What follows belongs to an exercise in optimizing a design on an open flow for small area, a short achievable clock period and few clock cycles; a production flow would make more cautious choices. At most, simulation tests tie the RTL to the original design; equivalence was not proved. Power figures rest on the tool's default switching activity, not on a simulated workload.

## smeTop
module smeTop
(
    input  logic       clk,
    input  logic       reset,
    input  logic [7:0] charData,
    input  logic       isString,
    input  logic       isPattern,
    output logic       valid,
    output logic       match,
    output logic [4:0] matchIndex
);
Size in the first run: about 1600 cells after synthesis, ~340 flip-flops, roughly 19 I/O pins.
Settings: LEC_CHECK=0, CAP_MARGIN=20, CORE_MARGIN=2, CORE_UTILIZATION=60, CTS_BUF_LIST=sky130_fd_sc_hd__clkbuf_4 sky130_fd_sc_hd__clkbuf_8, CTS_CLUSTER_DIAMETER=60, CTS_CLUSTER_SIZE=14, SETUP_SLACK_MARGIN=4.45, SLEW_MARGIN=20; clock period 7.0 ns.
run.sh (not shown) runs the stock make flow with config.mk's settings and CLKGATE_MAP_FILE= SYNTH_SCRIPT=/design/flow/synth_recipe.tcl, a recipe that flattens the netlist after the stock synthesis.
Testbench counts at the start, summed over its fixed seeds: cycles 6,945.
Change:
--- a/flow/config.mk
+++ b/flow/config.mk
@@ -14 +14 @@
-export SETUP_SLACK_MARGIN = 4.45
+export SETUP_SLACK_MARGIN = 4.3
=> The changed run completed with no timing, DRC or antenna violations; register-to-register slack loses 0.06 ns; total power decreases by 1.3%; clock-buffer cell count increases by 3; setup slack loses 0.064 ns.
Change:
--- a/flow/config.mk
+++ b/flow/config.mk
@@ -8 +8 @@
-export CAP_MARGIN = 20
+export CAP_MARGIN = 5
@@ -14,2 +14,2 @@
-export SETUP_SLACK_MARGIN = 4.3
-export SLEW_MARGIN = 20
+export SETUP_SLACK_MARGIN = 4.4
+export SLEW_MARGIN = 5
Outcome:
- clock power is lower by about 4%
- setup slack gets better by 0.11 ns
- core utilization grows by 1.7 points
- power stays flat
- critical path depth increases by 3
- final cell count rose by about 1.1%
- count of clock-buffer cells in the layout falls by 5
- final area rose by 2.5%
Change:
--- a/flow/config.mk
+++ b/flow/config.mk
@@ -8 +8 @@
-export CAP_MARGIN = 5
+export CAP_MARGIN = 20
@@ -14,2 +14,2 @@
-export SETUP_SLACK_MARGIN = 4.4
-export SLEW_MARGIN = 5
+export SETUP_SLACK_MARGIN = 4.35
+export SLEW_MARGIN = 20
The changed run finished with timing, DRC and antenna clean.
Count of clock-buffer cells in the layout falls by 1.
First-iteration DRC count rises by about 12%.
Worst setup slack gets worse by 0.11 ns.
Worst hold slack gets better by 0.0039 ns.
Power hardly moves.
Cell area rises by about 0.7%.
Clock power stays flat.
Flip-flop and latch count is unchanged.

---

Starting RTL as in the previous note.
clock: 7.0 ns
lec_check: 0
cap_margin: 20
core_margin: 2
core_utilization: 52
cts_buf_list: sky130_fd_sc_hd__clkbuf_4 sky130_fd_sc_hd__clkbuf_8
cts_cluster_diameter: 60
cts_cluster_size: 14
setup_slack_margin: 4.4
slew_margin: 20
The first run completed with no timing, DRC or antenna violations.
Testbench counts at the start, summed over its fixed seeds: cycles 6,945.
Edit:
CORE_UTILIZATION = 60   (was 52)
Die area went down by 13%.
Clock skew falls by 0.0056 ns.
Setup slack gains 0.032 ns.
Final area is lower by 1.5%.
Power goes down by 0.86%.
Maximum frequency went up by 1.2%.
Worst hold slack gets better by 0.010 ns.
Global-route usage came out higher by 2.9 points.
Synthesized cell count stays the same.
Final cell count went down by 2.6%.
Edit:
GPL_ROUTABILITY_DRIVEN = 0   (was not set)
The new run produced a clean layout; worst hold slack degrades by 0.018 ns; cell area rose by a few percent; count of clock-buffer cells in the layout stays the same; clock power rose by a few percent; critical path depth fell by 3; global-route usage stays flat; wire length came out higher by a few percent; maximum frequency is lower slightly; die area stays the same; worst setup slack got worse by 0.046 ns.
Edit:
GPL_ROUTABILITY_DRIVEN = not set   (was 0)
PLACE_DENSITY = 0.68   (was not set)
The changed run completed without violations.
First-iteration DRC count came out lower by about 18%.
Via count falls by about 3%.
Wire length is lower by about 3%.
Clock skew increases by 0.0064 ns.
Sequential power barely changes.

---

Another version of the RTL of smeTop (not shown whole).
Size in the first run: roughly 1,900 cells after synthesis, roughly 320 flip-flops, about 19 I/O pins, about 0.016 mm2 of cells after synthesis.
## smeTop
module smeTop
(
    input  logic       clk,
    input  logic       reset,
    input  logic [7:0] charData,
    input  logic       isString,
    input  logic       isPattern,
    output logic       valid,
    output logic       match,
    output logic [4:0] matchIndex
);
    localparam int S = 32;
    function automatic logic geConst(input logic [4:0] a, input int b);
        logic r;
        r = 1'b1;
        for (int k = 0; k < 5; k++)
        begin
            if (b[k])
                r = a[k] & r;
            else
                r = a[k] | r;
        end
        geConst = r;
    endfunction
    function automatic logic [4:0] sub5(input logic [4:0] a, input logic [4:0] b);
        logic borrow;
        borrow = 1'b0;
        for (int k = 0; k < 5; k++)
        begin
            sub5[k] = a[k] ^ b[k] ^ borrow;
            borrow = (~a[k] & b[k]) | (~(a[k] ^ b[k]) & borrow);
        end
    endfunction
    function automatic logic [4:0] inc5(input logic [4:0] a);
        logic carry;
        carry = 1'b1;
        for (int k = 0; k < 5; k++)
        begin
            inc5[k] = a[k] ^ carry;
            carry = a[k] & carry;
        end
    endfunction
    function automatic logic [5:0] highest(input logic [S-1:0] v);
        logic [5:0] n1 [16];
        logic [5:0] n2 [8];
        logic [5:0] n3 [4];
        logic [5:0] n4 [2];
        for (int a = 0; a < 16; a++)
            n1[a] = v[2*a+1] ? {1'b1, 4'd0, 1'b1} : {v[2*a], 5'd0};
        for (int a = 0; a < 8; a++)
            n2[a] = n1[2*a+1][5] ? {1'b1, 3'd0, 1'b1, n1[2*a+1][0]} : {n1[2*a][5], 3'd0, 1'b0, n1[2*a][0]};
        for (int a = 0; a < 4; a++)
            n3[a] = n2[2*a+1][5] ? {1'b1, 2'd0, 1'b1, n2[2*a+1][1:0]} : {n2[2*a][5], 2'd0, 1'b0, n2[2*a][1:0]};
        for (int a = 0; a < 2; a++)
            n4[a] = n3[2*a+1][5] ? {1'b1, 1'd0, 1'b1, n3[2*a+1][2:0]} : {n3[2*a][5], 1'd0, 1'b0, n3[2*a][2:0]};
        highest = n4[1][5] ? {1'b1, 1'b1, n4[1][3:0]} : {n4[0][5], 1'b0, n4[0][3:0]};
  ...
clock: 7.0 ns
lec_check: 0
cap_margin: 20
core_margin: 2
core_utilization: 40
setup_slack_margin: 4.2
slew_margin: 20
The starting point passed the timing, design-rule and antenna checks.
==> next run, changes <==
SETUP_SLACK_MARGIN = 4.5   (was 4.2)
What happened: The changed run finished with timing, DRC and antenna clean. Worst hold slack improves by 0.0071 ns. Final cell count rises by a few percent. Global-route usage rises by 2.2 points. Synthesized area stays the same.
Function was not checked in any run of this note: the RTL went through the layout flow alone.

---

Setup of v17:
smeTop, a different RTL version from the one above (not shown whole).
Size in the first run: about 1800 cells after synthesis, roughly 310 flip-flops, ~16000 um2 of cells after synthesis.
make LEC_CHECK=0 ABC_CLOCK_PERIOD_IN_PS=2500 CAP_MARGIN=20 CORE_MARGIN=2 CORE_UTILIZATION=40 SETUP_SLACK_MARGIN=4.3 SLEW_MARGIN=20 finish   # period 7.0 ns
[inputs] v18 vs v17
# v17
export LEC_CHECK = 0
export ABC_CLOCK_PERIOD_IN_PS = 2500
export CAP_MARGIN = 20
export CORE_MARGIN = 2
export CORE_UTILIZATION = 40
export SETUP_SLACK_MARGIN = 4.3
export SLEW_MARGIN = 20
create_clock -name core_clock -period 7.0 [get_ports {clk}]
# v18
export LEC_CHECK = 0
export ABC_CLOCK_PERIOD_IN_PS = 2000
export CAP_MARGIN = 20
export CORE_MARGIN = 2
export CORE_UTILIZATION = 40
export SETUP_SLACK_MARGIN = 4.6
export SLEW_MARGIN = 20
create_clock -name core_clock -period 7.0 [get_ports {clk}]
--- outcome ---
Going from v17 to v18, power saw a decrease, cell count saw an increase, worst stage delay on the critical path saw an increase, switching portion of total power saw little to no change, proportion of cell area occupied by multi-input gates saw a decrease.
Re cell count of the worst reg-to-reg path: no difference whatsoever between v18 and v17.
Hold buffer count at cts came out exactly the same in v18 and v17.
No run of this note included a check of the RTL's function; only the layout flow was run.

---

smeTop, a different RTL version from the one above (not shown whole).
For scale: roughly 310 flip-flops, about 19 I/O pins.
clock: 7.0 ns
lec_check: 0
abc_clock_period_in_ps: 3000
cap_margin: 20
core_margin: 2
core_utilization: 40
setup_slack_margin: 4.0
slew_margin: 20
The first run produced a clean layout.
Edit:
Settings changed: ABC_CLOCK_PERIOD_IN_PS 3000 to 2500, SETUP_SLACK_MARGIN 4.0 to 4.5.
Effect: Die area stays the same. Via count goes up by 4.2%. Routed wire length goes up by 9.2%. Non-clock buffer count goes up by 64. Final area goes up by 9.6%. Sequential power hardly moves. Synthesized area does not change. Clock power hardly moves.
No run of this note included a check of the RTL's function; only the layout flow was run.

---

smeTop, a different RTL version from the one above (not shown whole).
For scale: ~1700 cells after synthesis, about 350 flip-flops.
==> flow/config.mk <==
export PLATFORM = sky130hd
export DESIGN_NAME = smeTop
export DESIGN_NICKNAME = smeTop
export VERILOG_FILES = /design/flow/design.v
export SDC_FILE = /design/flow/constraint.sdc
export NUM_CORES = 4
export LEC_CHECK = 0
export CAP_MARGIN = 20
export CORE_MARGIN = 2
export CORE_UTILIZATION = 40
export SETUP_SLACK_MARGIN = 4.5
export SLEW_MARGIN = 20
==> flow/constraint.sdc <==
create_clock -name core_clock -period 7.0 [get_ports {clk}]
set_input_delay 1.4000 -clock core_clock [delete_from_list [all_inputs] [get_ports {clk}]]
set_output_delay 1.4000 -clock core_clock [all_outputs]
set_load 0.01 [all_outputs]
Testbench counts at the start, summed over its fixed seeds: cycles 6,945.
Edit:
- CTS_BUF_LIST: not set -> sky130_fd_sc_hd__clkbuf_4 sky130_fd_sc_hd__clkbuf_8
Effect:
- total power came out lower by 1.4%
- synthesized area is unchanged
- clock power came out lower by about 2%
- clock skew came out higher by 0.0075 ns
- sequential share of layout area came out higher by 0.57 points
- core utilization came out lower by 0.66 points
- design area came out lower by 1.3%

---

Setup of old:
Another version of the RTL of smeTop (not shown whole).
Size in the first run: about 1500 cells after synthesis, about 330 flip-flops, ~19 I/O pins, ~15000 um^2 of cells after synthesis.
Settings: LEC_CHECK=0, CAP_MARGIN=20, CORE_MARGIN=2, CORE_UTILIZATION=60, CTS_BUF_LIST=sky130_fd_sc_hd__clkbuf_4 sky130_fd_sc_hd__clkbuf_8, CTS_CLUSTER_DIAMETER=60, CTS_CLUSTER_SIZE=14, SETUP_SLACK_MARGIN=4.5, SLEW_MARGIN=20; clock period 7.0 ns.
#### Input delta (new over old)
- CORE_UTILIZATION: 60 -> 40
- CTS_CLUSTER_DIAMETER: 60 -> unset
- CTS_CLUSTER_SIZE: 14 -> unset
==> run summary <==
Measured against old, the largest net degree at the start of global routing of new comes out at 0.902 times the reference value.
[compare] base=old new=new: total vias in the final route increased by 272 relative to the old numbers, routed wire length increased by about 6.5% relative to the old numbers, met3 global-route usage decreased by 0.37 points relative to the old numbers.
No run of this note included a check of the RTL's function; only the layout flow was run.

---

smeTop, a different RTL version from the one above (not shown whole).
For scale: ~320 flip-flops, ~19 I/O pins, roughly 0.015 mm^2 of cells after synthesis.
export LEC_CHECK = 0
export CAP_MARGIN = 20
export CORE_MARGIN = 2
export CORE_UTILIZATION = 60
export CTS_BUF_LIST = sky130_fd_sc_hd__clkbuf_4 sky130_fd_sc_hd__clkbuf_8
export CTS_CLUSTER_DIAMETER = 60
export CTS_CLUSTER_SIZE = 14
export SETUP_SLACK_MARGIN = 4.5
export SLEW_MARGIN = 20
create_clock -name core_clock -period 7.0 [get_ports {clk}]
The starting point produced a clean layout.
Then changed:
- CORE_UTILIZATION: 60 -> 40
- CTS_CLUSTER_DIAMETER: 60 -> unset
- CTS_CLUSTER_SIZE: 14 -> unset
What happened:
- power rose by 18%
- flip-flop and latch count is unchanged
- non-clock buffer count rose by 24
No functional check of the RTL was part of any run of this note.

---

The RTL this note starts from:
==> flow/design.v <==
package smePkg;
    typedef logic [8-1:0] smeChar;
    typedef logic [5-1:0] smeIndex;
    typedef struct packed {
        smeChar [8-1:0] chars;
        smeChar prevChar;
        smeChar endChar;
        logic atStart;
        logic atEnd;
    } smeWindow;
    typedef struct packed {
        smeChar [8-1:0] core;
        logic [3:0] coreLen;
        logic anchorStart;
        logic anchorEnd;
    } smePattern;
    typedef enum logic [1:0] {
        loadString,
        loadPattern,
        scan,
        result
    } smeState;
endpackage
`timescale 1ns/10ps
module smeTop
(
    input  logic       clk,
    input  logic       reset,
    input  logic [7:0] charData,
    input  logic       isString,
    input  logic       isPattern,
    output logic       valid,
    output logic       match,
    output logic [4:0] matchIndex
);
    localparam int S = 32;
    function automatic logic geConst(input logic [4:0] a, input int b);
        logic r;
        r = 1'b1;
        for (int k = 0; k < 5; k++)
        begin
            if (b[k])
                r = a[k] & r;
            else
                r = a[k] | r;
        end
        geConst = r;
    endfunction
    function automatic logic gt5(input logic [4:0] a, input logic [4:0] b);
        logic r;
        r = 1'b0;
        for (int k = 0; k < 5; k++)
        begin
            r = (a[k] & ~b[k]) | (~(a[k] ^ b[k]) & r);
        end
        gt5 = r;
    endfunction
    function automatic logic [4:0] sub5(input logic [4:0] a, input logic [4:0] b);
        logic borrow;
        borrow = 1'b0;
        for (int k = 0; k < 5; k++)
        begin
            sub5[k] = a[k] ^ b[k] ^ borrow;
            borrow = (~a[k] & b[k]) | (~(a[k] ^ b[k]) & borrow);
        end
    endfunction
    function automatic logic [4:0] add5(input logic [4:0] a, input logic [4:0] b);
        logic carry;
        carry = 1'b0;
        for (int k = 0; k < 5; k++)
        begin
            add5[k] = a[k] ^ b[k] ^ carry;
            carry = (a[k] & b[k]) | ((a[k] ^ b[k]) & carry);
        end
    endfunction
    function automatic logic [4:0] inc5(input logic [4:0] a);
        logic carry;
        carry = 1'b1;
        for (int k = 0; k < 5; k++)
        begin
            inc5[k] = a[k] ^ carry;
            carry = a[k] & carry;
        end
    endfunction
    function automatic logic [5:0] highest(input logic [S-1:0] v);
        logic [5:0] n1 [16];
        logic [5:0] n2 [8];
        logic [5:0] n3 [4];
        logic [5:0] n4 [2];
        for (int a = 0; a < 16; a++)
            n1[a] = v[2*a+1] ? {1'b1, 4'd0, 1'b1} : {v[2*a], 5'd0};
        for (int a = 0; a < 8; a++)
            n2[a] = n1[2*a+1][5] ? {1'b1, 3'd0, 1'b1, n1[2*a+1][0]} : {n1[2*a][5], 3'd0, 1'b0, n1[2*a][0]};
        for (int a = 0; a < 4; a++)
            n3[a] = n2[2*a+1][5] ? {1'b1, 2'd0, 1'b1, n2[2*a+1][1:0]} : {n2[2*a][5], 2'd0, 1'b0, n2[2*a][1:0]};
        for (int a = 0; a < 2; a++)
            n4[a] = n3[2*a+1][5] ? {1'b1, 1'd0, 1'b1, n3[2*a+1][2:0]} : {n3[2*a][5], 1'd0, 1'b0, n3[2*a][2:0]};
        highest = n4[1][5] ? {1'b1, 1'b1, n4[1][3:0]} : {n4[0][5], 1'b0, n4[0][3:0]};
    endfunction
    logic [7:0] ring [S];
    logic [S-1:0] ringSp;    
    logic [S-1:0] cand;
    logic isStringQ;
    logic isPatternQ;
    logic [4:0] sPos;
    logic [4:0] snPos;       
    logic [4:0] kPos;
    logic caretQ;        
    logic dollarQ;       
    always_ff @(posedge clk)
    begin
        ring[0] <= isString ? charData : ring[S-1];
        ringSp[0] <= isString ? (charData == 8'h20) : ringSp[S-1];
        for (int p = 1; p < S; p++)
        begin
            ring[p] <= ring[p-1];
            ringSp[p] <= ringSp[p-1];
        end
    end
    always_ff @(posedge clk)
    begin
        sPos <= (isString && !isStringQ) ? 5'd0 : inc5(sPos);
        snPos <= isString ? 5'd31 : inc5(snPos);
    end
    logic [S-1:0] isS0;
    logic [S-1:0] isSN;
    logic [S-1:0] kLe;
    always_comb
    begin
        for (int q = 0; q < S; q++)
        begin
            isS0[q] = (sPos == 5'(q));
            isSN[q] = (snPos == 5'(q));
            kLe[q] = (kPos[4:3] > 2'(q / 8)) || ((kPos[4:3] == 2'(q / 8)) && (kPos[2:0] >= 3'(q % 8)));
        end
    end
    logic isDot;
    logic isCaret;
    logic isDollar;
    logic [S-1:0] eq;
    logic [S-1:0] sp;
    logic [S-1:0] dl;
    assign isDot = (charData == 8'h2e);
    assign isCaret = (charData == 8'h5e);
    assign isDollar = (charData == 8'h24);
    always_comb
    begin
        for (int q = 0; q < S; q++)
        begin
            eq[q] = (ring[q] == charData);
            sp[q] = ringSp[q];
            dl[q] = (ring[q] == 8'h24);
        end
    end
    logic [S-1:0] base;
    logic [S-1:0] startOk;
    always_comb
    begin
        for (int q = 0; q < S; q++)
        begin
            startOk[q] = sp[q] || isS0[(q+S-1)%S];
            base[q] = cand[q] && (!dollarQ || (dl[(q+1)%S] && !isSN[(q+1)%S]));
        end
    end
    logic [S-1:0] candX;
    logic [S-1:0] candY;
    logic keepY;
    always_comb
    begin
        for (int q = 0; q < S; q++)
        begin
            if (!isPatternQ)
            begin
                candX[q] = 1'b1;
                candY[q] = startOk[q];
            end
            else if (caretQ)
            begin
                candX[q] = cand[q];
                candY[q] = 1'b0;
            end
            else
            begin
                candX[q] = base[q] && !isSN[q];
                candY[q] = base[q];
            end
        end
        keepY = isPatternQ ? (!caretQ && isDollar) : isCaret;
    end
    logic selY;
    logic selDot;
    logic selEq;
    assign selY = keepY;
    assign selDot = !keepY && isDot;
    assign selEq = !keepY;
    always_ff @(posedge clk)
    begin
        for (int q = 0; q < S; q++)
        begin
            cand[q] <= (selY && candY[q]) || (selDot && candX[q]) || (selEq && candX[q] && eq[q]);
        end
        caretQ <= !isPatternQ && isCaret;
        dollarQ <= isPatternQ && !caretQ && isDollar;
        if (isPattern && !isPatternQ)
        begin
            kPos <= isCaret ? inc5(sPos) : sPos;
        end
    end
    logic [S-1:0] fin;
    logic [S-1:0] finLo;
    always_comb
    begin
        for (int q = 0; q < S; q++)
        begin
            fin[q] = cand[q] && (!dollarQ || sp[(q+1)%S] || isSN[(q+1)%S]);
            finLo[q] = fin[q] && kLe[q];
        end
    end
    logic [5:0] hLo;
    logic [5:0] hAll;
    logic [4:0] hitPos;
    logic hitAny;
    logic resPend;
    assign hLo = highest(finLo);
    assign hAll = highest(fin);
    always_ff @(posedge clk or posedge reset)
    begin
        if (reset)
        begin
            isStringQ <= 1'b0;
            isPatternQ <= 1'b0;
            resPend <= 1'b0;
            valid <= 1'b0;
        end
        else
        begin
            isStringQ <= isString;
            isPatternQ <= isPattern;
            resPend <= isPatternQ && !isPattern;
            valid <= resPend;
        end
    end
    logic [4:0] loPos;
    logic loLeK;
    logic [4:0] hitIdx;
    logic hitOk;
    logic [4:0] nM1;
    always_ff @(posedge clk)
    begin
        nM1 <= add5(sPos, ~snPos);
        loPos <= sub5(kPos, nM1);
        loLeK <= !gt5(nM1, kPos);
    end
    assign hitIdx = sub5(kPos, hitPos);
    assign hitOk = hitAny && (loLeK ? (!gt5(loPos, hitPos) && !gt5(hitPos, kPos))
                                    : (!gt5(loPos, hitPos) || !gt5(hitPos, kPos)));
    always_ff @(posedge clk)
    begin
        hitPos <= hLo[5] ? hLo[4:0] : hAll[4:0];
        hitAny <= hAll[5];
        match <= hitOk;
        matchIndex <= hitOk ? hitIdx : 5'd0;
    end
endmodule
Settings: LEC_CHECK=0, CAP_MARGIN=20, CORE_MARGIN=2, CORE_UTILIZATION=60, CTS_BUF_LIST=sky130_fd_sc_hd__clkbuf_4 sky130_fd_sc_hd__clkbuf_8, CTS_CLUSTER_DIAMETER=60, CTS_CLUSTER_SIZE=14, SETUP_SLACK_MARGIN=5.0, SLEW_MARGIN=20; clock period 7.0 ns.
Rerun with:
SETUP_SLACK_MARGIN = 4.5   (was 5.0)
Outcome: Total power climbs by a few percent; hold slack improves by 0.011 ns; final cell count climbs by a few percent; combinational power climbs slightly; final area climbs slightly; worst setup slack degrades by 0.048 ns; clock power climbs by roughly a tenth; flip-flop and latch count does not change; die area does not change; utilization climbs by 1.0 points; first-iteration DRC count climbs by a few percent.
No run of this note included a check of the RTL's function; only the layout flow was run.

-- afterwards: timing with drivers on the ports --
The flow's constraints put no driver on any port. The routed layouts listed below were extracted and timed again, unchanged, in two steps. Step 1 assumes that a clkbuf_16 drives the clock port and a buf_2 every other input. Step 2 times the ports against the registers' clock, not the clock port: input delays grow and output delays shrink by t, the midpoint of the rising clock arrivals with the driver on. a / b / c = ideal / step 1 / step 2; a / b = the first two.
run	t, ns	setup WS [ns]	hold slack, ns	clock arrival spread, ns	slew at the worst register clock pin (ns)
the first run of note 1	0.669	4.388 / 4.388 / 3.742	0.353 / 0.353 / 0.353	0.018 / 0.018	0.10 / 0.10
the second run of note 1	0.659	4.324 / 4.324 / 3.688	0.352 / 0.352 / 0.352	0.037 / 0.037	0.09 / 0.09
the third run of note 1	0.660	4.435 / 4.403 / 3.791	0.366 / 0.366 / 0.366	0.020 / 0.020	0.10 / 0.10
the fourth run of note 1	0.660	4.322 / 4.322 / 3.734	0.370 / 0.370 / 0.370	0.029 / 0.030	0.10 / 0.10
the first run of note 2	0.659	4.403 / 4.378 / 3.802	0.356 / 0.356 / 0.356	0.023 / 0.023	0.11 / 0.11
the second run of note 2	0.660	4.435 / 4.403 / 3.791	0.366 / 0.366 / 0.366	0.020 / 0.020	0.10 / 0.10
the third run of note 2	0.659	4.389 / 4.382 / 3.722	0.349 / 0.349 / 0.349	0.017 / 0.017	0.10 / 0.10
the fourth run of note 2	0.661	4.354 / 4.354 / 3.738	0.372 / 0.372 / 0.372	0.024 / 0.025	0.09 / 0.09
the first run of note 3	0.603	4.129 / 4.129 / 3.632	0.350 / 0.350 / 0.350	0.022 / 0.022	0.07 / 0.07
the second run of note 3	0.618	4.148 / 4.148 / 3.740	0.357 / 0.357 / 0.357	0.021 / 0.020	0.07 / 0.07
v17	0.612	2.753 / 2.753 / 2.753	0.374 / 0.374 / 0.374	0.024 / 0.024	0.07 / 0.07
v18	0.595	2.793 / 2.793 / 2.793	0.373 / 0.373 / 0.373	0.015 / 0.014	0.07 / 0.07
the first run of note 5	0.590	2.805 / 2.805 / 2.805	0.373 / 0.373 / 0.373	0.023 / 0.024	0.07 / 0.07
the second run of note 5	0.595	2.803 / 2.803 / 2.803	0.364 / 0.364 / 0.364	0.017 / 0.017	0.07 / 0.07
the first run of note 6	0.603	4.412 / 4.412 / 3.928	0.351 / 0.351 / 0.351	0.021 / 0.021	0.07 / 0.07
the second run of note 6	0.710	4.416 / 4.416 / 3.849	0.362 / 0.362 / 0.362	0.026 / 0.025	0.07 / 0.07
old	0.649	3.961 / 3.961 / 3.835	0.369 / 0.369 / 0.369	0.031 / 0.032	0.10 / 0.10
new	0.690	3.918 / 3.918 / 3.663	0.356 / 0.356 / 0.356	0.044 / 0.045	0.07 / 0.07
the first run of note 8	0.643	3.973 / 3.973 / 3.629	0.361 / 0.361 / 0.361	0.035 / 0.035	0.11 / 0.11
the second run of note 8	0.653	4.018 / 4.018 / 3.459	0.353 / 0.353 / 0.353	0.044 / 0.044	0.07 / 0.07
the first run of note 9	0.644	4.279 / 4.278 / 3.634	0.361 / 0.361 / 0.361	0.044 / 0.044	0.10 / 0.10
the second run of note 9	0.605	4.231 / 4.231 / 3.653	0.372 / 0.372 / 0.372	0.035 / 0.035	0.10 / 0.10
After both steps setup and hold are still met in every run listed. For the third run of note 2, which loses most, drivers alone change the setup slack by -0.007 ns; drivers and shift together by -0.667 ns.
